This design comes from an exercise in tuning for small area, a short achievable clock period and few clock cycles per item on the open sky130 flow, not from production work.
RTL that was checked went through simulation tests only; none was proved equivalent to the original.
For runs 1 to 3, only the layout was checked, not whether the RTL still works.
Power figures rest on the tool's default switching activity, not on a simulated workload.

--- flow/constraint.sdc ---
create_clock -name core_clock -period 5.5 [get_ports {clk}]
set_input_delay 1.1000 -clock core_clock [delete_from_list [all_inputs] [get_ports {clk}]]
set_output_delay 1.1000 -clock core_clock [all_outputs]
set_load 0.01 [all_outputs]
--- flow/run.sh ---
#!/bin/bash
# synth_recipe.tcl (not shown) runs the flow's synth.tcl, then flattens the netlist and writes it again
# the make line also repeats each setting of config.mk as NAME=value (left out here)
make -C /OpenROAD-flow-scripts/flow DESIGN_CONFIG=/design/flow/config.mk WORK_HOME=/design/flow/orfs CLKGATE_MAP_FILE= SYNTH_SCRIPT=/design/flow/synth_recipe.tcl finish
--- flow/config.mk ---
export PLATFORM = sky130hd
export DESIGN_NAME = image_header_size_parser
export DESIGN_NICKNAME = image_header_size_parser
export VERILOG_FILES = /design/flow/design.v
export SDC_FILE = /design/flow/constraint.sdc
export NUM_CORES = 4
export LEC_CHECK = 0
export CAP_MARGIN = 20
export CORE_MARGIN = 2
export CORE_UTILIZATION = 40
export SLEW_MARGIN = 20
--- flow/design.v ---
package ihsp_pkg;
    localparam logic [7:0] B_FF    = 8'hFF;
    localparam logic [7:0] B_SOI   = 8'hD8;
    localparam logic [7:0] B_APP0  = 8'hE0;
    localparam logic [7:0] B_PNG0  = 8'h89;
    localparam logic [7:0] B_SUB   = 8'h1A;
    localparam logic [7:0] B_CR    = 8'h0D;
    localparam logic [7:0] B_LF    = 8'h0A;
    localparam logic [7:0] C_J     = 8'h4A;
    localparam logic [7:0] C_F     = 8'h46;
    localparam logic [7:0] C_I     = 8'h49;
    localparam logic [7:0] C_G     = 8'h47;
    localparam logic [7:0] C_P     = 8'h50;
    localparam logic [7:0] C_N     = 8'h4E;
    localparam logic [7:0] C_H     = 8'h48;
    localparam logic [7:0] C_D     = 8'h44;
    localparam logic [7:0] C_R     = 8'h52;
    localparam int FIRST_WINDOW_END = 13;
    localparam int GIF_LAST_SIZE    = 9;
    localparam int PNG_LAST_SIZE    = 23;
    localparam int MIN_LEN_M1       = 23;
endpackage
module ihsp_track #(
    parameter int OFFSET_BITS = 20
) (
    input  logic                   clk,
    input  logic                   rst_n,
    input  logic                   take,       
    input  logic                   fin,        
    input  logic [7:0]             data_byte,
    input  logic                   jfif,       
    input  logic                   freeze_set,
    output logic [4:0]             pos,        
    output logic                   pos_small,      
    output logic [9:1][7:0]        hist,
    output logic [3:0][7:0]        win_size,   
    output logic                   wff_next    
);
    logic [OFFSET_BITS-1:0] offset_reg;
    logic                   small_reg;
    logic                   frozen_reg;
    logic                   wait_reg;
    logic                   at_end_reg;
    logic [15:0]            cnt_reg;
    logic                   ff10_reg, sof10_reg, ff11_reg;
    logic                   wff_reg;
    logic pos_lt2, pos13, shift, load_at, load, win_bad, ovf;
    logic [15:0] seg_len;
    assign pos     = offset_reg[4:0];
    assign pos_small   = small_reg;
    assign pos_lt2 = small_reg && pos[4:1] == 4'd0;
    assign pos13   = small_reg && pos == 5'(ihsp_pkg::FIRST_WINDOW_END);
    assign shift   = take && !frozen_reg && !pos_lt2;
    assign load_at = pos13 || (wait_reg && at_end_reg);
    assign load    = take && load_at;
    assign seg_len = {hist[9], hist[8]};
    assign win_bad = !ff11_reg || sof10_reg;
    assign ovf     = {{(OFFSET_BITS-16){1'b0}}, seg_len} >= ~offset_reg;
    assign wff_next = load ? ff11_reg : wff_reg;
    always_ff @(posedge clk or negedge rst_n)
    begin
        if (!rst_n)
        begin
            offset_reg <= '0;
            small_reg  <= 1'b1;
            frozen_reg <= 1'b0;
            wait_reg   <= 1'b0;
        end
        else if (take)
        begin
            if (fin)
            begin
                offset_reg <= '0;
                small_reg  <= 1'b1;
                frozen_reg <= 1'b0;
                wait_reg   <= 1'b0;
            end
            else
            begin
                if (!(&offset_reg))
                    offset_reg <= offset_reg + OFFSET_BITS'(1);
                if (&pos)
                    small_reg <= 1'b0;
                if (freeze_set)
                    frozen_reg <= 1'b1;
                if (load_at)
                    wait_reg <= (pos13 ? jfif : 1'b1) && !win_bad && !ovf;
            end
        end
    end
    always_ff @(posedge clk)
    begin
        if (take)
        begin
            if (load_at)
            begin
                cnt_reg    <= seg_len;
                at_end_reg <= 1'b0;
            end
            else if (cnt_reg == 16'd0)
                at_end_reg <= 1'b1;
            else
                cnt_reg <= cnt_reg - 16'd1;
        end
    end
    always_ff @(posedge clk)
    begin
        if (shift)
        begin
            hist[1]   <= data_byte;
            for (int i = 2; i <= 9; i++)
                hist[i] <= hist[i-1];
            ff10_reg  <= hist[9] == ihsp_pkg::B_FF;
            sof10_reg <= (hist[9][7:2] == 6'b110000) || (hist[9] == 8'hC9) ||
                         (hist[9] == 8'hCA) || (hist[9] == 8'hCB);
            ff11_reg  <= ff10_reg;
        end
        if (load)
        begin
            win_size <= hist[6:3];
            wff_reg  <= ff11_reg;
        end
    end
endmodule
module ihsp_decode (
    input  logic                   clk,
    input  logic                   take,
    input  logic [7:0]             data_byte,
    input  logic [4:0]             pos,         
    input  logic                   pos_small,       
    input  logic                   wff_next,    
    output logic                   jfif,
    output logic                   freeze_set,
    output logic                   res_jpeg,    
    output logic                   res_gif,
    output logic                   res_png
);
    logic       f_jpeg, f_jfif, f_gif, f_png;
    logic       hdr, long_enough;
    logic [7:0] d;
    assign d           = data_byte;
    assign hdr         = pos_small && !pos[4];                   
    assign long_enough = !pos_small || pos >= 5'(ihsp_pkg::MIN_LEN_M1);
    always_ff @(posedge clk)
    begin
        if (take && hdr)
        begin
            case (pos[3:0])
                4'd0:
                begin
                    f_jpeg <= d == ihsp_pkg::B_FF;
                    f_jfif <= 1'b1;
                    f_gif  <= d == ihsp_pkg::C_G;
                    f_png  <= d == ihsp_pkg::B_PNG0;
                end
                4'd1:
                begin
                    f_jpeg <= f_jpeg && d == ihsp_pkg::B_SOI;
                    f_gif  <= f_gif  && d == ihsp_pkg::C_I;
                    f_png  <= f_png  && d == ihsp_pkg::C_P;
                end
                4'd2:
                begin
                    f_jfif <= f_jfif && d == ihsp_pkg::B_FF;
                    f_gif  <= f_gif  && d == ihsp_pkg::C_F;
                    f_png  <= f_png  && d == ihsp_pkg::C_N;
                end
                4'd3:
                begin
                    f_jfif <= f_jfif && d == ihsp_pkg::B_APP0;
                    f_png  <= f_png  && d == ihsp_pkg::C_G;
                end
                4'd4: f_png <= f_png && d == ihsp_pkg::B_CR;
                4'd5: f_png <= f_png && d == ihsp_pkg::B_LF;
                4'd6:
                begin
                    f_jfif <= f_jfif && d == ihsp_pkg::C_J;
                    f_png  <= f_png  && d == ihsp_pkg::B_SUB;
                end
                4'd7:
                begin
                    f_jfif <= f_jfif && d == ihsp_pkg::C_F;
                    f_png  <= f_png  && d == ihsp_pkg::B_LF;
                end
                4'd8:  f_jfif <= f_jfif && d == ihsp_pkg::C_I;
                4'd9:  f_jfif <= f_jfif && d == ihsp_pkg::C_F;
                4'd12: f_png  <= f_png && d == ihsp_pkg::C_I;
                4'd13: f_png  <= f_png && d == ihsp_pkg::C_H;
                4'd14: f_png  <= f_png && d == ihsp_pkg::C_D;
                4'd15: f_png  <= f_png && d == ihsp_pkg::C_R;
                default: ;
            endcase
        end
    end
    assign jfif = f_jpeg && f_jfif;
    assign freeze_set = pos_small && ((f_gif && pos == 5'(ihsp_pkg::GIF_LAST_SIZE)) ||
                                  (f_png && pos == 5'(ihsp_pkg::PNG_LAST_SIZE)));
    assign res_jpeg = long_enough && f_jpeg && wff_next;
    assign res_gif  = long_enough && f_gif;
    assign res_png  = long_enough && f_png;
endmodule
module image_header_size_parser #(
    parameter int OFFSET_BITS = 20
) (
    input  logic        clk,
    input  logic        rst_n,
    input  logic        in_valid,
    output logic        in_ready,
    input  logic [7:0]  in_data,
    input  logic        in_last,
    output logic        out_valid,
    input  logic        out_ready,
    output logic        out_status,
    output logic [1:0]  out_format,
    output logic [31:0] out_width,
    output logic [31:0] out_height
);
    logic              ready_reg;
    logic              first_reg;
    logic              out_valid_reg;
    logic              queued_reg;
    logic              sel_jpeg, sel_gif, sel_png;
    logic              take, fin, hold_out;
    logic              first_next, out_valid_next, queued_next;
    logic [4:0]        pos;
    logic              pos_small;
    logic [9:1][7:0]   hist;
    logic [3:0][7:0]   win_size;
    logic              wff_next, jfif, freeze_set;
    logic              res_jpeg, res_gif, res_png;
    assign take     = in_valid && ready_reg;
    assign fin      = take && in_last;
    assign in_ready = ready_reg;
    assign hold_out = out_valid_reg && !out_ready;
    ihsp_track #(
        .OFFSET_BITS (OFFSET_BITS)
    ) u_track (
        .clk        (clk),
        .rst_n      (rst_n),
        .take       (take),
        .fin        (fin),
        .data_byte  (in_data),
        .jfif       (jfif),
        .freeze_set (freeze_set),
        .pos        (pos),
        .pos_small      (pos_small),
        .hist       (hist),
        .win_size   (win_size),
        .wff_next   (wff_next)
    );
    ihsp_decode u_decode (
        .clk        (clk),
        .take       (take),
        .data_byte  (in_data),
        .pos        (pos),
        .pos_small      (pos_small),
        .wff_next   (wff_next),
        .jfif       (jfif),
        .freeze_set (freeze_set),
        .res_jpeg   (res_jpeg),
        .res_gif    (res_gif),
        .res_png    (res_png)
    );
    always_comb
    begin
        first_next     = take ? fin : first_reg;
        out_valid_next = fin || (out_valid_reg && (queued_reg || !out_ready));
        queued_next    = (fin && hold_out) || (queued_reg && !out_ready);
    end
    always_ff @(posedge clk or negedge rst_n)
    begin
        if (!rst_n)
        begin
            ready_reg     <= 1'b1;
            first_reg     <= 1'b1;
            out_valid_reg <= 1'b0;
            queued_reg    <= 1'b0;
        end
        else
        begin
            ready_reg     <= !queued_next && (!out_valid_next || first_next);
            first_reg     <= first_next;
            out_valid_reg <= out_valid_next;
            queued_reg    <= queued_next;
        end
    end
    always_ff @(posedge clk)
    begin
        if (fin && !hold_out)
        begin
            sel_jpeg <= res_jpeg;
            sel_gif  <= res_gif;
            sel_png  <= res_png;
        end
        else if (out_ready && queued_reg)
        begin
            sel_jpeg <= 1'b0;
            sel_gif  <= 1'b0;
            sel_png  <= 1'b0;
        end
    end
    assign out_valid  = out_valid_reg;
    assign out_status = !(sel_jpeg || sel_gif || sel_png);
    assign out_format = {!(sel_jpeg || sel_gif), !(sel_jpeg || sel_png)};
    assign out_width  = ({32{sel_png}}  & {hist[8], hist[7], hist[6], hist[5]}) |
                        ({32{sel_gif}}  & {16'd0, hist[3], hist[4]}) |
                        ({32{sel_jpeg}} & {16'd0, win_size[1], win_size[0]});
    assign out_height = ({32{sel_png}}  & {hist[4], hist[3], hist[2], hist[1]}) |
                        ({32{sel_gif}}  & {16'd0, hist[1], hist[2]}) |
                        ({32{sel_jpeg}} & {16'd0, win_size[3], win_size[2]});
endmodule
==> results of run 1 <==
[power groups by stage]
stage / Sequential, mW / Clock [mW] / Combinational [mW]
floorplan: 1.56 / 0 / 0.338
global placement: 1.60 / 0 / 0.538
detailed placement: 1.60 / 0 / 0.554
CTS: 1.58 / 1.15 / 0.559
global route: 1.59 / 1.21 / 0.612
finish: 1.57 / 1.13 / 0.556
[critical path, cell delays in order (launching register included)]
cell and delay, ns:
dfrtp_1 0.47, inv_1 0.19, ha_1 0.58, nand4_1 0.20, nand2_1 0.72, inv_1 0.30
nor2_2 0.21, buf_4 0.44, a22oi_1 0.17, a21oi_1 0.14
[cell usage in the layout (no fill, tap or decap), drive strengths merged, types with 4 or more instances in the layout]
master	instances
a31oi	5
nor3	15
o31ai	4
nor2b	4
xnor2	15
dfrtp	24
o21ai	34
or4	5
a21oi	18
nand4	13
clkdlybuf4s50	81
edfxtp	131
a222oi	32
and2	36
and3	6
nand3	21
nand2b	8
nor4	7
buf	8
inv	53
nor2	43
nand2	53
xor2	15
ha	23
clkbuf	18
[worst paths after layout]
kind / start / to / slack [ns] / depth (start not counted)
max: u_track.offset_reg[1] / u_track.wait_reg / 2.01 / 9
min: u_track.ff10_reg / u_track.ff11_reg / 0.42 / 0
max reg2reg: u_track.offset_reg[1] / u_track.wait_reg / 2.01 / 9
max in group asynchronous: rst_n / u_track.small_reg / 4.14 / 2
min reg2reg: u_track.ff10_reg / u_track.ff11_reg / 0.42 / 0
min in group asynchronous: rst_n / u_track.offset_reg[17] / 1.06 / 2
[cells by family (layout without fill, tap and decap cells)]
| logic type | after synthesis | after routing | share of synthesized area |
|---|---|---|---|
| AO/OA/AOI/OAI | 127 | 127 | 0.1227 |
| flip-flops | 159 | 159 | 0.6067 |
| AND/OR/NAND/NOR | 223 | 223 | 0.1530 |
| XOR/XNOR | 30 | 30 | 0.03440 |
| multiplexers | 4 | 4 | 0.005570 |
| adder cells (fa/ha/maj) | 23 | 23 | 0.03768 |
| buffers and inverters | 80 | 164 | 0.03997 |
[per-layer routing]
layer | GRT usage | vias up | wire length [µm]
li1 | - | 2578 | -
met1 | 0.2588 | 2731 | 7856
met2 | 0.2891 | 191 | 8887
met3 | 0.03701 | 8 | 992
met4 | 0.05842 | 0 | 152
met5 | 0 | - | 0
[cell type report]
class                   count  area (µm²)  area share
repair buffers             89       890.9     0.09616
clock inverters            14       137.6     0.01486
multi-input cells         407        2719      0.2935
flip-flops and latches    159        4633      0.5001
well taps                 234       292.8     0.03160
clock buffers              18       429.2     0.04633
inverters                  43       161.4     0.01742
[stage by stage]
stage	setup slack [ns]	cells	hold WS [ns]
3_3_place_gp	2.152	931	0.4038
6_report	2.013	964	0.4242
4_1_cts	2.013	964	0.4261
2_1_floorplan	0.5410	646	0.4003
5_1_grt	1.613	964	0.4381
3_5_place_dp	2.037	932	0.4204
==> flow_metrics.py, run 1 <==
metrics = {
    "place": {
        "gp_congestion": 0.8415,
        "dpl.hpwl_um": 11990,
        "place_area_mm2": 0.008697,
        "io_buffers": 81,
    },
    "finish": {
        "largest_register_ffs": 72,
        "areaGrowthSynthToFinish_pct": 21.30,
        "nets": 753,
        "fin_util": 0.4953,
        "fillers": 1635,
        "layout-drive-gt1-share": 0.07808,
        "final_cell_area_mm2": 0.009264,
        "diodes": 0,
    },
    "cts": {
        "clk_pin_slew_ns": 0.07,
        "clock_sinks": 159,
        "cts_buffer_depth": 2,
        "cts_root_buf": "clkbuf_16",
        "cts_setup_buffers": 0,
        "h-tree-depth": 4,
        "cts_hold_buf": 0,
        "clk_latency_ns": 0.42,
        "postCtsResizedCells": 0,
        "cts_inserted_buffers": 17,
        "cts_tree": "done",
    },
    "synth": {
        "ys_ff_latch": 159,
        "yosysSeqAreaShare": 0.6067,
        "synthTopCellsByArea": "edfxtp_1 (52%), dfrtp_1 (7.9%), a222oi_1 (4.2%)",
        "synth_nets": 682,
        "synth_edf_count": 131,
        "ys_types": 62,
        "yosysTopAreaCell": "edfxtp_1",
        "avgSynthCellArea_um2": 11.82,
        "synth_cells": 646,
        "ys_top_cells_by_count": "edfxtp_1 (131), nand2_1 (52), inv_1 (43), nor2_1 (41), and2_1 (36)",
        "syn_area_mm2": 0.007637,
        "synth.most_common_cell": "edfxtp_1",
        "yosys_warnings": 3,
        "synth_top_area_frac": 0.5151,
        "ys.flop_type": "edfxtp_1",
        "async_flop_share": 0.1698,
    },
    "floorplanning": {
        "rows": 50,
        "dieArea_mm2": 0.02022,
        "start_util": 0.4083,
        "dieHeight_um": 142.2,
        "die_w_um": 142.2,
        "ioPinCount": 82,
        "core_mm2": 0.01871,
    },
    "global_routing": {
        "first_global_vias": 5344,
        "gr-total-overflow": 0,
        "antenna_found_initial": 0,
        "grtUsageTotal": 0.1843,
        "grt_start_max_net_pins": 76,
        "grt_pass1_wl_um": 29100,
    },
    "pwr": {
        "combPwrFrac": 0.171,
        "leakagePower_nw": 3.331,
        "power_mw": 3.259,
        "p_switching_mw": 0.9532,
        "p_seq_frac": 0.483,
        "power.density_mw_per_mm2": 351.8,
        "ir_drop_mv": 0.2404,
        "p_sw_frac": 0.2925,
        "pwr-share-clk": 0.346,
        "intPower_mw": 2.305,
    },
    "detailed_routing": {
        "drt_iter0_markers": 554,
        "drt_wl_total_um": 17890,
        "routed_via_density": 5.714,
        "first_pass_iters": 6,
        "drcViolationCount": 0,
        "vias": 5508,
        "ant_nets": 0,
        "wl_per_cell_um": 18.56,
    },
    "sta": {
        "timing.final.hold_violations": 0,
        "max_freq_mhz": 286.8,
        "tightestPinTransition_ns": 0.9829,
        "period_needed_ns": 3.487,
        "finClkSkew_ns": 0.009669,
        "rsz0062_at_grt": "false",
        "fin_crit_sh": 0.6340,
        "drv_slew": 0,
        "setup_viol": 0,
        "fin_tns_setup_ns": 0,
        "maxSlewHeadroom": 0.3447,
    },
    "setup_path": {
        "worstPathArrival_ns": 3.83,
        "critPathLaunchType": "flip-flop",
        "path_class": "reg2reg",
        "cp_max_fo": 33,
        "end_kind": "flip-flop",
        "cp.required_ns": 5.84,
    },
    "status": {
        "status": "finished clean",
    },
    "flow_run": {
        "cap_violations": 0,
    },
    "hold_path": {
        "hold_class": "reg2reg",
    },
}
==> run 2: changes to the inputs <==
--- a/flow/config.mk
+++ b/flow/config.mk
@@ -10,2 +10,3 @@
 export CORE_UTILIZATION = 40
+export SETUP_SLACK_MARGIN = 2.8
 export SLEW_MARGIN = 20
==> run 2 against run 1 <==
  * Sequential power about the same
  * Synthesized area unchanged
  * Global-route usage up 1.5 points
  * Final cell count up 1.9%
  * Core utilization up 1.4 points
  * Count of clock-buffer cells in the layout down 1
  * First-iteration DRC count down 3.2%
  * Sequential cell count unchanged
  * Critical path depth down 3
  * Sequential share of layout area down 1.4 points
  * Critical path type is now reg2out
  * Critical endpoint is now out_height[9]
  * Largest cell class unchanged
  * Largest power group unchanged
  * Highest routed layer unchanged
==> flow_metrics.py, run 2 <==
metrics = {
    "place": {
        "gp_congestion": 0.8447,
        "io_buffers": 81,
        "dpl.hpwl_um": 12020,
        "place_inst": 931,
    },
    "synth": {
        "ys_types": 62,
        "avgSynthCellArea_um2": 11.82,
        "async_flop_share": 0.1698,
        "synth_compound_area_frac": 0.1227,
        "synth_top_area_frac": 0.5151,
        "synthMuxAreaShare": 0.005570,
        "ys.flop_type": "edfxtp_1",
        "synth_edf_count": 131,
        "synthXorXnorAreaFrac": 0.03440,
        "synthTopCellsByArea": "edfxtp_1 (52%), dfrtp_1 (7.9%), a222oi_1 (4.2%)",
        "yosysTopAreaCell": "edfxtp_1",
        "ys_ff_latch": 159,
        "synth_nets": 682,
        "ys_top_cells_by_count": "edfxtp_1 (131), nand2_1 (52), inv_1 (43), nor2_1 (41), and2_1 (36)",
        "synth_cells": 646,
        "yosysSeqAreaShare": 0.6067,
        "synth.most_common_cell": "edfxtp_1",
        "yosys_warnings": 3,
        "synth_fa_ha_area_frac": 0.03768,
        "syn_area_mm2": 0.007637,
        "synth_top_family_by_area": "simple AND/OR/NAND/NOR gates",
        "synth-simple-area-share": 0.1530,
    },
    "cts": {
        "clk_pin_slew_ns": 0.07,
        "cts_buffer_depth": 2,
        "cts_tree": "done",
        "clock_sinks": 159,
        "clk_latency_ns": 0.43,
        "cts_root_buf": "clkbuf_16",
        "cts_inserted_buffers": 17,
        "h-tree-depth": 4,
    },
    "floorplanning": {
        "dieHeight_um": 142.2,
        "core_mm2": 0.01871,
        "start_util": 0.4083,
        "rows": 50,
        "dieArea_mm2": 0.02022,
        "die_w_um": 142.2,
        "ioPinCount": 82,
    },
    "sta": {
        "finClkSkew_ns": 0.01760,
        "timing.final.hold_violations": 0,
        "tightestPinTransition_ns": 0.7605,
        "rsz0062_at_grt": "true",
        "hold-worst-slack_ns": 0.4257,
        "period_needed_ns": 2.891,
        "fin_tns_setup_ns": 0,
        "max_freq_mhz": 345.9,
        "fin_crit_sh": 0.5256,
        "maxSlewHeadroom": 0.4911,
        "setup_viol": 0,
        "drv_slew": 0,
    },
    "detailed_routing": {
        "ant_nets": 0,
        "wl_per_cell_um": 20.02,
        "drcViolationCount": 0,
        "vias": 5657,
        "first_pass_iters": 7,
        "drt_iter0_markers": 536,
        "routed_via_density": 5.761,
        "drt_wl_total_um": 19660,
    },
    "finish": {
        "nets": 771,
        "fillers": 1623,
        "largest_register_ffs": 72,
        "final_common_cell": "edfxtp_1",
        "diodes": 0,
        "stdcell_count": 982,
        "layout-drive-gt1-share": 0.2233,
        "areaGrowthSynthToFinish_pct": 24.74,
        "fin_util": 0.5093,
        "final_cell_mix": "edfxtp_1 (131), buf_2 (58), nand2_1 (50)",
    },
    "pwr": {
        "power.density_mw_per_mm2": 352.0,
        "ir_drop_mv": 0.2645,
        "leakagePower_nw": 3.642,
    },
    "status": {
        "status": "finished clean",
    },
    "global_routing": {
        "grtUsageTotal": 0.1995,
        "first_global_vias": 5541,
        "grt_start_max_net_pins": 76,
        "antenna_found_initial": 0,
        "gr-total-overflow": 0,
        "grt_pass1_wl_um": 30910,
    },
    "setup_path": {
        "cp_slowest_cell": "edfxtp_1",
        "cp.required_ns": 4.40,
        "path_class": "reg2out",
        "cp_max_fo": 5,
        "end_kind": "primary output",
        "crit_chain": "buf_6 > buf_12 > buf_16 > a222oi_1 > inv_1 > buf_2",
        "crit_family": "buffers and inverters",
        "worstPathArrival_ns": 1.79,
        "r2r-start": "u_track.offset_reg[1]",
        "critPathBufInv": 5,
        "startpoint": "sel_png",
        "critPathLaunchType": "flip-flop",
        "cpPeakStageDelay_ns": 0.38,
        "reg2reg_setup_slack_ns": 3.00,
    },
    "hold_path": {
        "hold_start": "u_track.ff10_reg",
        "hold_class": "reg2reg",
    },
    "flow_run": {
        "cap_violations": 0,
    },
}
## run 2: layout make-up
class                           count  area, µm²  share of cell area
Sequential cell                   159       4636              0.4866
Multi-Input combinational cell    408       2841              0.2983
Timing Repair Buffer              106      968.4              0.1017
Clock buffer                       17      425.4             0.04465
Tap cell                          234      292.8             0.03073
Clock inverter                     15      201.4             0.02115
Inverter                           43      161.4             0.01694
## run 2: kinds of logic after synthesis
group | after synthesis
buf+inv | 80
flops | 159
simple gates | 223
compound gates | 127
fa+ha+maj | 23
mux | 4
xor+xnor | 30
## run 2: worst paths after layout
| check | endpoint | cells after the start |
|---|---|---|
| max reg2reg | sel_jpeg | 8 |
| min reg2reg | u_track.ff11_reg | 0 |
| min | u_track.ff11_reg | 0 |
| max in group asynchronous | u_track.small_reg | 2 |
| max | out_height[9] | 6 |
| min in group asynchronous | u_track.offset_reg[14] | 2 |
## run 2: metal layers
layer	global-route usage	vias to the layer above	part of all wire
met5	0	-	0
li1	-	2620	-
met3	0.03129	21	0.048
met4	0.07632	0	0.014
met1	0.2776	2823	0.44
met2	0.3160	193	0.50
## run 2: what timing repair did
action	CTS	global route
resized for setup	297	38
buffers inserted	6	4
hold buffers	0	0
pin swaps	31	21
gates cloned	8	1
endpoints found under the setup margin	209	114
## run 2: where the power goes
group / leakage, nW / switching [mW] / internal [mW] / total [mW]
registers: 1.57 / 0.119 / 1.47 / 1.59
logic: 1.77 / 0.335 / 0.233 / 0.568
clock network: 0.303 / 0.573 / 0.626 / 1.20
total: 3.64 / 1.03 / 2.33 / 3.35
## run 2: metrics by stage
| step | power, mW | cell area (µm²) | worst slack, ns |
|---|---|---|---|
| after global placement | 2.138 | 8686 | 2.011 |
| after CTS | 3.356 | 9351 | 2.586 |
| final | 3.353 | 9527 | 2.609 |
| after detailed placement | 2.153 | 8686 | 1.965 |
| after global routing | 3.503 | 9527 | 2.557 |
| after floorplan | 1.898 | 7671 | 1.848 |
==> run 3: changes to the inputs <==
--- a/flow/design.v
+++ b/flow/design.v
@@ -40,5 +40,5 @@
     logic                   small_reg;
-    logic                   frozen_reg;
+    logic                   shift_en_reg;   
+    logic                   load_at_reg;    
     logic                   wait_reg;
-    logic                   at_end_reg;
     logic [15:0]            cnt_reg;
@@ -46,11 +46,9 @@
     logic                   wff_reg;
-    logic pos_lt2, pos13, shift, load_at, load, win_bad, ovf;
+    logic pos13, shift, load, win_bad, ovf;
     logic [15:0] seg_len;
     assign pos     = offset_reg[4:0];
-    assign pos_small   = small_reg;
-    assign pos_lt2 = small_reg && pos[4:1] == 4'd0;
+    assign pos_small = small_reg;
     assign pos13   = small_reg && pos == 5'(ihsp_pkg::FIRST_WINDOW_END);
-    assign shift   = take && !frozen_reg && !pos_lt2;
-    assign load_at = pos13 || (wait_reg && at_end_reg);
-    assign load    = take && load_at;
+    assign shift   = take && shift_en_reg;
+    assign load    = take && load_at_reg;
     assign seg_len = {hist[9], hist[8]};
@@ -63,6 +61,7 @@
         begin
-            offset_reg <= '0;
-            small_reg  <= 1'b1;
-            frozen_reg <= 1'b0;
-            wait_reg   <= 1'b0;
+            offset_reg   <= '0;
+            small_reg    <= 1'b1;
+            shift_en_reg <= 1'b0;
+            load_at_reg  <= 1'b0;
+            wait_reg     <= 1'b0;
         end
@@ -72,6 +71,7 @@
             begin
-                offset_reg <= '0;
-                small_reg  <= 1'b1;
-                frozen_reg <= 1'b0;
-                wait_reg   <= 1'b0;
+                offset_reg   <= '0;
+                small_reg    <= 1'b1;
+                shift_en_reg <= 1'b0;
+                load_at_reg  <= 1'b0;
+                wait_reg     <= 1'b0;
             end
@@ -83,5 +83,14 @@
                     small_reg <= 1'b0;
-                if (freeze_set)
-                    frozen_reg <= 1'b1;
-                if (load_at)
+                if (pos_small && pos == 5'd0)
+                    shift_en_reg <= 1'b0;
+                else if (pos_small && pos == 5'd1)
+                    shift_en_reg <= 1'b1;
+                else if (freeze_set)
+                    shift_en_reg <= 1'b0;
+                if (load_at_reg)
+                    load_at_reg <= 1'b0;
+                else
+                    load_at_reg <= (pos_small && pos == 5'(ihsp_pkg::FIRST_WINDOW_END - 1)) ||
+                                   (wait_reg && cnt_reg == 16'd0);
+                if (load_at_reg)
                     wait_reg <= (pos13 ? jfif : 1'b1) && !win_bad && !ovf;
@@ -94,10 +103,5 @@
         begin
-            if (load_at)
-            begin
-                cnt_reg    <= seg_len;
-                at_end_reg <= 1'b0;
-            end
-            else if (cnt_reg == 16'd0)
-                at_end_reg <= 1'b1;
-            else
+            if (load_at_reg)
+                cnt_reg <= seg_len;
+            else if (cnt_reg != 16'd0)
                 cnt_reg <= cnt_reg - 16'd1;
--- a/flow/config.mk
+++ b/flow/config.mk
@@ -10,3 +10,3 @@
 export CORE_UTILIZATION = 40
-export SETUP_SLACK_MARGIN = 2.8
+export SETUP_SLACK_MARGIN = 2.9
 export SLEW_MARGIN = 20
==> run 3 against run 2 <==
  * Critical path depth unchanged
  * First-iteration DRC count up 16%
  * Power down 1.6%
  * Largest power group unchanged
  * Critical endpoint is now out_width[9]
  * Still clean on timing, DRC and antenna
==> flow_metrics.py, run 3 <==
metrics = {
    "sta": {
        "max_freq_mhz": 336.4,
        "rsz0062_at_grt": "true",
        "finClkSkew_ns": 0.01402,
        "period_needed_ns": 2.972,
        "fin_crit_sh": 0.5404,
        "hold-worst-slack_ns": 0.4422,
        "tightestPinTransition_ns": 1.047,
        "drv_slew": 0,
        "setup_viol": 0,
        "timing.final.hold_violations": 0,
        "fin_tns_setup_ns": 0,
        "maxSlewHeadroom": 0.3021,
    },
    "flow_run": {
        "cap_violations": 0,
    },
    "synth": {
        "ys_types": 61,
        "ys_ff_latch": 159,
        "syn_area_mm2": 0.007749,
        "synth_cells": 661,
        "yosysSeqAreaShare": 0.5973,
        "synth_top_area_frac": 0.5038,
        "async_flop_share": 0.1761,
        "avgSynthCellArea_um2": 11.72,
        "synthTopCellsByArea": "edfxtp_1 (50%), dfrtp_1 (8.1%), a222oi_1 (4.1%)",
        "yosys_warnings": 3,
        "synth.most_common_cell": "edfxtp_1",
        "synth_nets": 699,
        "synth_edf_count": 130,
        "ys_top_cells_by_count": "edfxtp_1 (130), nand2_1 (62), inv_1 (51), nor2_1 (44), and2_1 (38)",
        "ys.flop_type": "edfxtp_1",
        "yosysTopAreaCell": "edfxtp_1",
    },
    "finish": {
        "largest_register_ffs": 72,
        "final_common_cell": "edfxtp_1",
        "final_cell_mix": "edfxtp_1 (130), nand2_1 (61), inv_1 (51)",
        "nets": 809,
        "areaGrowthSynthToFinish_pct": 30.74,
        "layout-drive-gt1-share": 0.2768,
        "diodes": 0,
        "fin_util": 0.5380,
        "stdcell_count": 1044,
    },
    "detailed_routing": {
        "drt_iter0_markers": 620,
        "vias": 5750,
        "wl_per_cell_um": 19.21,
        "drt_wl_total_um": 20050,
        "drcViolationCount": 0,
        "ant_nets": 0,
        "first_pass_iters": 9,
        "routed_via_density": 5.508,
    },
    "cts": {
        "clk_latency_ns": 0.43,
        "h-tree-depth": 4,
        "cts_buffer_depth": 2,
        "cts_root_buf": "clkbuf_16",
        "clk_pin_slew_ns": 0.07,
        "cts_tree": "done",
        "cts_hold_buf": 0,
        "clock_sinks": 159,
        "cts_inserted_buffers": 17,
    },
    "setup_path": {
        "critPathBufInv": 5,
        "path_depth": 6,
        "crit_chain": "buf_6 > buf_8 > buf_6 > a222oi_1 > inv_1 > buf_2",
        "cp_slowest_cell": "edfxtp_1",
        "reg2reg_depth": 9,
        "critPathLaunchType": "flip-flop",
        "cp_max_fo": 5,
        "end_kind": "primary output",
        "crit_family": "buffers and inverters",
        "cp.required_ns": 4.40,
        "reg2reg_setup_slack_ns": 2.77,
        "cpPeakStageDelay_ns": 0.38,
        "startpoint": "sel_gif",
        "r2r-start": "u_track.cnt_reg[1]",
        "path_class": "reg2out",
        "worstPathArrival_ns": 1.87,
        "cp_common_cell": "buf_6",
    },
    "pwr": {
        "ir_drop_mv": 0.2274,
        "power.density_mw_per_mm2": 325.7,
        "leakagePower_nw": 3.967,
    },
    "global_routing": {
        "grt_pass1_wl_um": 30820,
        "first_global_vias": 5541,
        "antenna_found_initial": 0,
        "grtUsageTotal": 0.1979,
        "gr-total-overflow": 0,
        "grt_start_max_net_pins": 76,
    },
    "place": {
        "dpl.hpwl_um": 12190,
        "io_buffers": 81,
        "place_inst": 972,
        "gp_congestion": 0.8819,
    },
    "hold_path": {
        "hold_path_depth": 0,
        "hold_class": "reg2reg",
        "hold_start": "u_track.ff10_reg",
    },
    "floorplanning": {
        "core_mm2": 0.01883,
        "dieArea_mm2": 0.02050,
        "rows": 50,
        "ioPinCount": 82,
        "dieHeight_um": 143.2,
        "start_util": 0.4115,
        "die_w_um": 143.2,
    },
    "status": {
        "status": "finished clean",
    },
}
==> run 3: cell count changes after synthesis, sizes merged, moves of 4 or more <==
cell	change
inv	+8
nand3b	+4
a21o	+6
nand3	-5
nand2	+9
==> run 3: what timing repair did <==
item,CTS,global route
endpoints found under the setup margin,126,97
resized for setup,337,84
buffers inserted,21,10
pin swaps,34,15
gates cloned,8,1
hold endpoints to repair,0,0
==> run 3: power breakdown <==
part	total (mW)	switching, mW	internal, mW
Combinational	0.557	0.299	0.258
Clock	1.23	0.541	0.694
Sequential	1.51	0.0916	1.42
Total	3.30	0.931	2.37
==> run 3: logic make-up after synthesis <==
logic type | count (synthesis) | synth area share
and+or+nand+nor | 232 | 0.1570
buffers and inverters | 86 | 0.04812
muxes | 6 | 0.007912
xor gates and xnor gates | 28 | 0.03165
DFF | 159 | 0.5973
AOI/OAI and AO/OA | 125 | 0.1177
adders and majority gates | 25 | 0.04037
==> run 3: routing by layer <==
layer  GRT usage  up-vias  wire length (µm)
li1            -     2696                 -
met2      0.3160      219              9796
met4     0.07764        0               519
met5           0        -                 0
met3     0.03219       40              1069
met1      0.2708     2795              8666
==> run 3: final cells by class <==
type	count	area (µm²)
well taps	260	325.3
fillers	1601	8700
multi-input cells	417	3007
inverters	51	191.4
clock buffers	17	425.4
flip-flops and latches	159	4633
clock inverters	15	196.4
repair buffers	125	1353
==> run 3: worst reg2reg max path: cells and delay by family (launching register included) <==
family | cells | cell delay, ns
adder cells (fa/ha/maj) | 1 | 0.16
AND/OR/NAND/NOR | 4 | 1.56
flip-flops | 1 | 0.40
AO/OA/AOI/OAI | 2 | 0.26
buffers and inverters | 2 | 0.26
==> run 3: worst paths after layout <==
kind | endpoint
min in group asynchronous | u_track.offset_reg[18]
worst max register to register | u_track.load_at_reg
worst max-delay path | out_width[9]
worst min-delay path | u_track.ff11_reg
max in group asynchronous | ready_reg
worst min register to register | u_track.ff11_reg
==> run 3: per-stage QoR <==
stage	setup slack [ns]	area [µm²]	total power [mW]
detailed placement	1.849	8766	1.992
global placement	1.942	8736	1.978
floorplan	2.927	7755	1.782
finish	2.528	10130	3.300
CTS	2.544	9701	3.261
global route	2.464	10130	3.424
==> run 4: changes to the inputs <==
--- a/flow/design.v
+++ b/flow/design.v
@@ -32,4 +32,3 @@
     input  logic                   freeze_set,
-    output logic [4:0]             pos,        
-    output logic                   pos_small,      
+    output logic [OFFSET_BITS-1:0] offset,     
     output logic [9:1][7:0]        hist,
@@ -39,6 +38,5 @@
     logic [OFFSET_BITS-1:0] offset_reg;
-    logic                   small_reg;
-    logic                   shift_en_reg;   
-    logic                   load_at_reg;    
+    logic                   frozen_reg;
     logic                   wait_reg;
+    logic                   at_end_reg;
     logic [15:0]            cnt_reg;
@@ -46,9 +44,9 @@
     logic                   wff_reg;
-    logic pos13, shift, load, win_bad, ovf;
+    logic pos_lt2, pos13, shift, load, win_bad, ovf;
     logic [15:0] seg_len;
-    assign pos     = offset_reg[4:0];
-    assign pos_small = small_reg;
-    assign pos13   = small_reg && pos == 5'(ihsp_pkg::FIRST_WINDOW_END);
-    assign shift   = take && shift_en_reg;
-    assign load    = take && load_at_reg;
+    assign offset  = offset_reg;
+    assign pos_lt2 = offset_reg[OFFSET_BITS-1:1] == '0;
+    assign pos13   = offset_reg == OFFSET_BITS'(ihsp_pkg::FIRST_WINDOW_END);
+    assign shift   = take && !frozen_reg && !pos_lt2;
+    assign load    = take && (pos13 || (wait_reg && at_end_reg));
     assign seg_len = {hist[9], hist[8]};
@@ -61,7 +59,5 @@
         begin
-            offset_reg   <= '0;
-            small_reg    <= 1'b1;
-            shift_en_reg <= 1'b0;
-            load_at_reg  <= 1'b0;
-            wait_reg     <= 1'b0;
+            offset_reg <= '0;
+            frozen_reg <= 1'b0;
+            wait_reg   <= 1'b0;
         end
@@ -71,7 +67,5 @@
             begin
-                offset_reg   <= '0;
-                small_reg    <= 1'b1;
-                shift_en_reg <= 1'b0;
-                load_at_reg  <= 1'b0;
-                wait_reg     <= 1'b0;
+                offset_reg <= '0;
+                frozen_reg <= 1'b0;
+                wait_reg   <= 1'b0;
             end
@@ -81,16 +75,5 @@
                     offset_reg <= offset_reg + OFFSET_BITS'(1);
-                if (&pos)
-                    small_reg <= 1'b0;
-                if (pos_small && pos == 5'd0)
-                    shift_en_reg <= 1'b0;
-                else if (pos_small && pos == 5'd1)
-                    shift_en_reg <= 1'b1;
-                else if (freeze_set)
-                    shift_en_reg <= 1'b0;
-                if (load_at_reg)
-                    load_at_reg <= 1'b0;
-                else
-                    load_at_reg <= (pos_small && pos == 5'(ihsp_pkg::FIRST_WINDOW_END - 1)) ||
-                                   (wait_reg && cnt_reg == 16'd0);
-                if (load_at_reg)
+                if (freeze_set)
+                    frozen_reg <= 1'b1;
+                if (load)
                     wait_reg <= (pos13 ? jfif : 1'b1) && !win_bad && !ovf;
@@ -103,5 +86,10 @@
         begin
-            if (load_at_reg)
-                cnt_reg <= seg_len;
-            else if (cnt_reg != 16'd0)
+            if (load)
+            begin
+                cnt_reg    <= seg_len;
+                at_end_reg <= 1'b0;
+            end
+            else if (cnt_reg == 16'd0)
+                at_end_reg <= 1'b1;
+            else
                 cnt_reg <= cnt_reg - 16'd1;
@@ -128,3 +116,5 @@
 endmodule
-module ihsp_decode (
+module ihsp_decode #(
+    parameter int OFFSET_BITS = 20
+) (
     input  logic                   clk,
@@ -132,4 +122,3 @@
     input  logic [7:0]             data_byte,
-    input  logic [4:0]             pos,         
-    input  logic                   pos_small,       
+    input  logic [OFFSET_BITS-1:0] offset,
     input  logic                   wff_next,    
@@ -143,6 +132,8 @@
     logic       hdr, long_enough;
+    logic [4:0] pos;
     logic [7:0] d;
     assign d           = data_byte;
-    assign hdr         = pos_small && !pos[4];                   
-    assign long_enough = !pos_small || pos >= 5'(ihsp_pkg::MIN_LEN_M1);
+    assign pos         = offset[4:0];
+    assign hdr         = offset[OFFSET_BITS-1:4] == '0;      
+    assign long_enough = offset >= OFFSET_BITS'(ihsp_pkg::MIN_LEN_M1);
     always_ff @(posedge clk)
@@ -199,4 +190,4 @@
     assign jfif = f_jpeg && f_jfif;
-    assign freeze_set = pos_small && ((f_gif && pos == 5'(ihsp_pkg::GIF_LAST_SIZE)) ||
-                                  (f_png && pos == 5'(ihsp_pkg::PNG_LAST_SIZE)));
+    assign freeze_set = (f_gif && offset == OFFSET_BITS'(ihsp_pkg::GIF_LAST_SIZE)) ||
+                        (f_png && offset == OFFSET_BITS'(ihsp_pkg::PNG_LAST_SIZE));
     assign res_jpeg = long_enough && f_jpeg && wff_next;
@@ -221,4 +212,5 @@
 );
-    logic              ready_reg;
-    logic              first_reg;
+    logic              in_valid_reg;
+    logic [7:0]        in_byte_reg;
+    logic              in_last_reg;
     logic              out_valid_reg;
@@ -226,6 +218,4 @@
     logic              sel_jpeg, sel_gif, sel_png;
-    logic              take, fin, hold_out;
-    logic              first_next, out_valid_next, queued_next;
-    logic [4:0]        pos;
-    logic              pos_small;
+    logic              take, fin, first;
+    logic [OFFSET_BITS-1:0] offset;
     logic [9:1][7:0]   hist;
@@ -234,6 +224,6 @@
     logic              res_jpeg, res_gif, res_png;
-    assign take     = in_valid && ready_reg;
-    assign fin      = take && in_last;
-    assign in_ready = ready_reg;
-    assign hold_out = out_valid_reg && !out_ready;
+    assign first    = offset == '0;
+    assign take     = in_valid_reg && !queued_reg && (!out_valid_reg || first);
+    assign fin      = take && in_last_reg;
+    assign in_ready = !in_valid_reg || take;
     ihsp_track #(
@@ -245,7 +235,6 @@
         .fin        (fin),
-        .data_byte  (in_data),
+        .data_byte  (in_byte_reg),
         .jfif       (jfif),
         .freeze_set (freeze_set),
-        .pos        (pos),
-        .pos_small      (pos_small),
+        .offset     (offset),
         .hist       (hist),
@@ -254,8 +243,9 @@
     );
-    ihsp_decode u_decode (
+    ihsp_decode #(
+        .OFFSET_BITS (OFFSET_BITS)
+    ) u_decode (
         .clk        (clk),
         .take       (take),
-        .data_byte  (in_data),
-        .pos        (pos),
-        .pos_small      (pos_small),
+        .data_byte  (in_byte_reg),
+        .offset     (offset),
         .wff_next   (wff_next),
@@ -267,8 +257,2 @@
     );
-    always_comb
-    begin
-        first_next     = take ? fin : first_reg;
-        out_valid_next = fin || (out_valid_reg && (queued_reg || !out_ready));
-        queued_next    = (fin && hold_out) || (queued_reg && !out_ready);
-    end
     always_ff @(posedge clk or negedge rst_n)
@@ -277,4 +261,3 @@
         begin
-            ready_reg     <= 1'b1;
-            first_reg     <= 1'b1;
+            in_valid_reg  <= 1'b0;
             out_valid_reg <= 1'b0;
@@ -284,6 +267,12 @@
         begin
-            ready_reg     <= !queued_next && (!out_valid_next || first_next);
-            first_reg     <= first_next;
-            out_valid_reg <= out_valid_next;
-            queued_reg    <= queued_next;
+            if (in_ready)
+                in_valid_reg <= in_valid;
+            if (fin && out_valid_reg && !out_ready)
+                queued_reg <= 1'b1;
+            else if (out_ready)
+                queued_reg <= 1'b0;
+            if (fin)
+                out_valid_reg <= 1'b1;
+            else if (out_ready && !queued_reg)
+                out_valid_reg <= 1'b0;
         end
@@ -292,3 +281,8 @@
     begin
-        if (fin && !hold_out)
+        if (in_ready)
+        begin
+            in_byte_reg <= in_data;
+            in_last_reg <= in_last;
+        end
+        if (fin && !(out_valid_reg && !out_ready))
         begin
--- a/flow/config.mk
+++ b/flow/config.mk
@@ -10,3 +10,2 @@
 export CORE_UTILIZATION = 40
-export SETUP_SLACK_MARGIN = 2.9
 export SLEW_MARGIN = 20
==> run 4 against run 3 <==
  * Clock power fell by 6%
  * Final cell count decreased by 2.3%
  * Critical path depth did not move
  * Cell area shrank 5.2%
  * Worst setup slack worse by 1.0 ns
  * Clock skew about the same
  * Critical path type unchanged
  * Critical endpoint is now in_ready
==> flow_metrics.py, run 4 <==
metrics = {
    "flow_run": {
        "cap_violations": 0,
    },
    "sta": {
        "tightestPinTransition_ns": 1.056,
        "rsz0062_at_grt": "false",
        "max_freq_mhz": 250.9,
        "period_needed_ns": 3.986,
        "maxSlewHeadroom": 0.2942,
        "timing.final.hold_violations": 0,
        "finClkSkew_ns": 0.01451,
        "drv_slew": 0,
        "setup_slack_ns": 1.514,
        "fin_tns_setup_ns": 0,
        "setup_viol": 0,
        "fin_crit_sh": 0.7247,
    },
    "synth": {
        "synth_top_area_frac": 0.5326,
        "ys_types": 61,
        "yosys_warnings": 3,
        "avgSynthCellArea_um2": 11.85,
        "synth.most_common_cell": "edfxtp_1",
        "synthTopCellsByArea": "edfxtp_1 (53%), dfrtp_1 (7.9%), a222oi_1 (4.1%)",
        "async_flop_share": 0.1506,
        "ys_top_cells_by_count": "edfxtp_1 (140), nand2_1 (50), inv_1 (49), nor2_1 (46), and2_1 (35)",
        "synth_edf_count": 140,
        "ys.flop_type": "edfxtp_1",
        "yosysSeqAreaShare": 0.6144,
        "synth_nets": 700,
        "yosysTopAreaCell": "edfxtp_1",
        "ys_ff_latch": 166,
        "synth_cells": 666,
        "syn_area_mm2": 0.007894,
    },
    "detailed_routing": {
        "drt_wl_total_um": 18670,
        "wl_per_cell_um": 18.31,
        "drt_iter0_markers": 651,
        "vias": 5626,
        "drcViolationCount": 0,
        "routed_via_density": 5.516,
        "ant_nets": 0,
        "first_pass_iters": 6,
    },
    "global_routing": {
        "antenna_found_initial": 0,
        "gr-total-overflow": 0,
        "grt_start_max_net_pins": 76,
        "first_global_vias": 5577,
        "grtUsageTotal": 0.1855,
        "grt_pass1_wl_um": 29600,
    },
    "setup_path": {
        "reg2reg_setup_slack_ns": 2.04,
        "reg2reg_to": "sel_jpeg",
        "crit_chain": "nor2_1 > and3_1 > a31oi_1 > nand2_1 > buf_4 > clkdlybuf4s50_1",
        "cp_slowest_cell": "dfrtp_1",
        "cp_max_fo": 24,
        "startpoint": "u_track.offset_reg[3]",
        "endpoint": "in_ready",
        "path_depth": 6,
        "reg2reg_depth": 7,
        "cpPeakStageDelay_ns": 0.65,
        "cp.required_ns": 4.40,
        "critPathLaunchType": "flip-flop",
        "worstPathArrival_ns": 2.89,
        "crit_family": "simple AND/OR/NAND/NOR gates",
        "critPathBufInv": 2,
        "end_kind": "primary output",
        "r2r-start": "u_track.offset_reg[3]",
        "path_class": "reg2out",
    },
    "cts": {
        "cts_setup_buffers": 0,
        "clk_pin_slew_ns": 0.07,
        "clock_sinks": 166,
        "h-tree-depth": 4,
        "cts_inserted_buffers": 17,
        "clk_latency_ns": 0.43,
        "cts_tree": "done",
        "cts_root_buf": "clkbuf_16",
        "cts_hold_buf": 0,
        "postCtsResizedCells": 0,
        "cts_buffer_depth": 2,
    },
    "finish": {
        "layout-drive-gt1-share": 0.07417,
        "areaGrowthSynthToFinish_pct": 21.60,
        "final_cell_mix": "edfxtp_1 (140), clkdlybuf4s50_1 (81), nand2_1 (50)",
        "nets": 776,
        "diodes": 0,
        "stdcell_count": 1020,
        "final_cell_area_mm2": 0.009599,
        "largest_register_ffs": 72,
        "final_common_cell": "edfxtp_1",
    },
    "place": {
        "pre_cts_slack_ns": 1.986,
        "place_area_mm2": 0.008987,
        "place_inst": 987,
        "gp_congestion": 0.8869,
        "dpl.hpwl_um": 12730,
        "io_buffers": 81,
    },
    "floorplanning": {
        "die_w_um": 144.5,
        "rows": 51,
        "core_mm2": 0.01940,
        "dieArea_mm2": 0.02087,
        "start_util": 0.4069,
        "dieHeight_um": 144.5,
        "ioPinCount": 82,
    },
    "hold_path": {
        "hold_class": "reg2reg",
    },
    "pwr": {
        "ir_drop_mv": 0.3021,
        "power.density_mw_per_mm2": 572.7,
        "leakagePower_nw": 3.466,
        "power_mw": 5.498,
    },
    "status": {
        "status": "finished clean",
    },
}
[run 4: cell types whose count changed after synthesis, moves of 5 or more]
cell and change:
a21o_1 -5, a21oi_1 +8, edfxtp_1 +10, nand2_1 -12
nand3_1 +8, nor2b_1 +5, nor3_1 +10
[run 4: worst min-delay path by stage]
stage / from / endpoint / slack (ns) / cells after the start
2_1_floorplan: u_track.ff10_reg / u_track.ff11_reg / 0.40 / 0
3_3_place_gp: u_track.ff10_reg / u_track.ff11_reg / 0.41 / 0
3_5_place_dp: u_track.ff10_reg / u_track.ff11_reg / 0.41 / 0
4_1_cts: u_track.ff10_reg / u_track.ff11_reg / 0.43 / 0
5_1_grt: u_track.ff10_reg / u_track.ff11_reg / 0.45 / 0
6_report: u_track.ff10_reg / u_track.ff11_reg / 0.43 / 0
[run 4: cell type report]
type | instances | area, µm²
Tap cell | 265 | 331.6
Clock buffer | 17 | 425.4
Inverter | 49 | 183.9
Fill cell | 1754 | 9799
Timing Repair Buffer | 89 | 898.4
Clock inverter | 15 | 158.9
Multi-Input combinational cell | 419 | 2751
Sequential cell | 166 | 4850
[run 4: power breakdown]
group / total, mW / internal [mW] / leakage [nW] / switching (mW)
sequential: 2.36 / 1.95 / 1.65 / 0.406
combinational: 1.98 / 0.910 / 1.53 / 1.07
clock: 1.16 / 0.606 / 0.280 / 0.555
[run 4: metal layers]
| layer | up-vias | wire length (µm) | global-route usage | part of all wire |
|---|---|---|---|---|
| met5 | - | 0 | 0 | 0 |
| met1 | 2784 | 8319 | 0.2526 | 0.45 |
| li1 | 2659 | - | - | - |
| met3 | 26 | 983 | 0.03675 | 0.053 |
| met4 | 0 | 371 | 0.06949 | 0.020 |
| met2 | 157 | 8997 | 0.2951 | 0.48 |
[run 4: logic make-up (layout without fill, tap and decap cells)]
group                    count (synthesis)  after routing  synth area share
AND/OR/NAND/NOR                        242            242            0.1615
flip-flops                             166            166            0.6144
AO/OA/AOI/OAI                          126            126            0.1173
buffers and inverters                   81            170           0.03978
XOR/XNOR                                28             28           0.03107
adder cells (fa/ha/maj)                 21             21           0.03329
multiplexers                             2              2          0.002695
[run 4: metrics by stage]
stage	util	hold WS, ns
3_5_place_dp	0.4633	0.4123
3_3_place_gp	0.4625	0.4059
5_1_grt	0.4948	0.4466
2_1_floorplan	-	0.4003
4_1_cts	0.4934	0.4271
6_report	0.4948	0.4254
Testbench counts of run 4, summed over its fixed seeds: cycles 354,310, bytes 354,294.

[re-timing with driven ports]
The results above use ideal ports. As a check the final layouts listed here were re-extracted and re-timed, cells and wires unchanged. Step 1 (the two cells are an assumption about what drives the block):
set clk [get_ports {clk}]
set_driving_cell -lib_cell sky130_fd_sc_hd__clkbuf_16 $clk
set_driving_cell -lib_cell sky130_fd_sc_hd__buf_2 [delete_from_list [all_inputs] $clk]
Step 2 times the ports against the registers' clock, not the clock port: input delays grow and output delays shrink by t, the midpoint of the rising clock arrivals with the driver on. Slacks: ideal / step 1 / step 2; pairs: ideal / step 1.
run | t, ns | slack for setup (ns) | worst setup path after step 2
run 1 | 0.461 | 2.013 / 2.013 / 2.013 | register to register
run 2 | 0.465 | 2.609 / 2.568 / 2.441 | input to register
run 3 | 0.464 | 2.528 / 2.489 / 2.482 | input to register
run 4 | 0.467 | 1.514 / 1.471 / 1.938 | register to output
After both steps setup and hold are still met in every run listed. The setup slack of run 2, which loses most, moves by -0.041 ns with the drivers and by -0.168 ns with both steps.
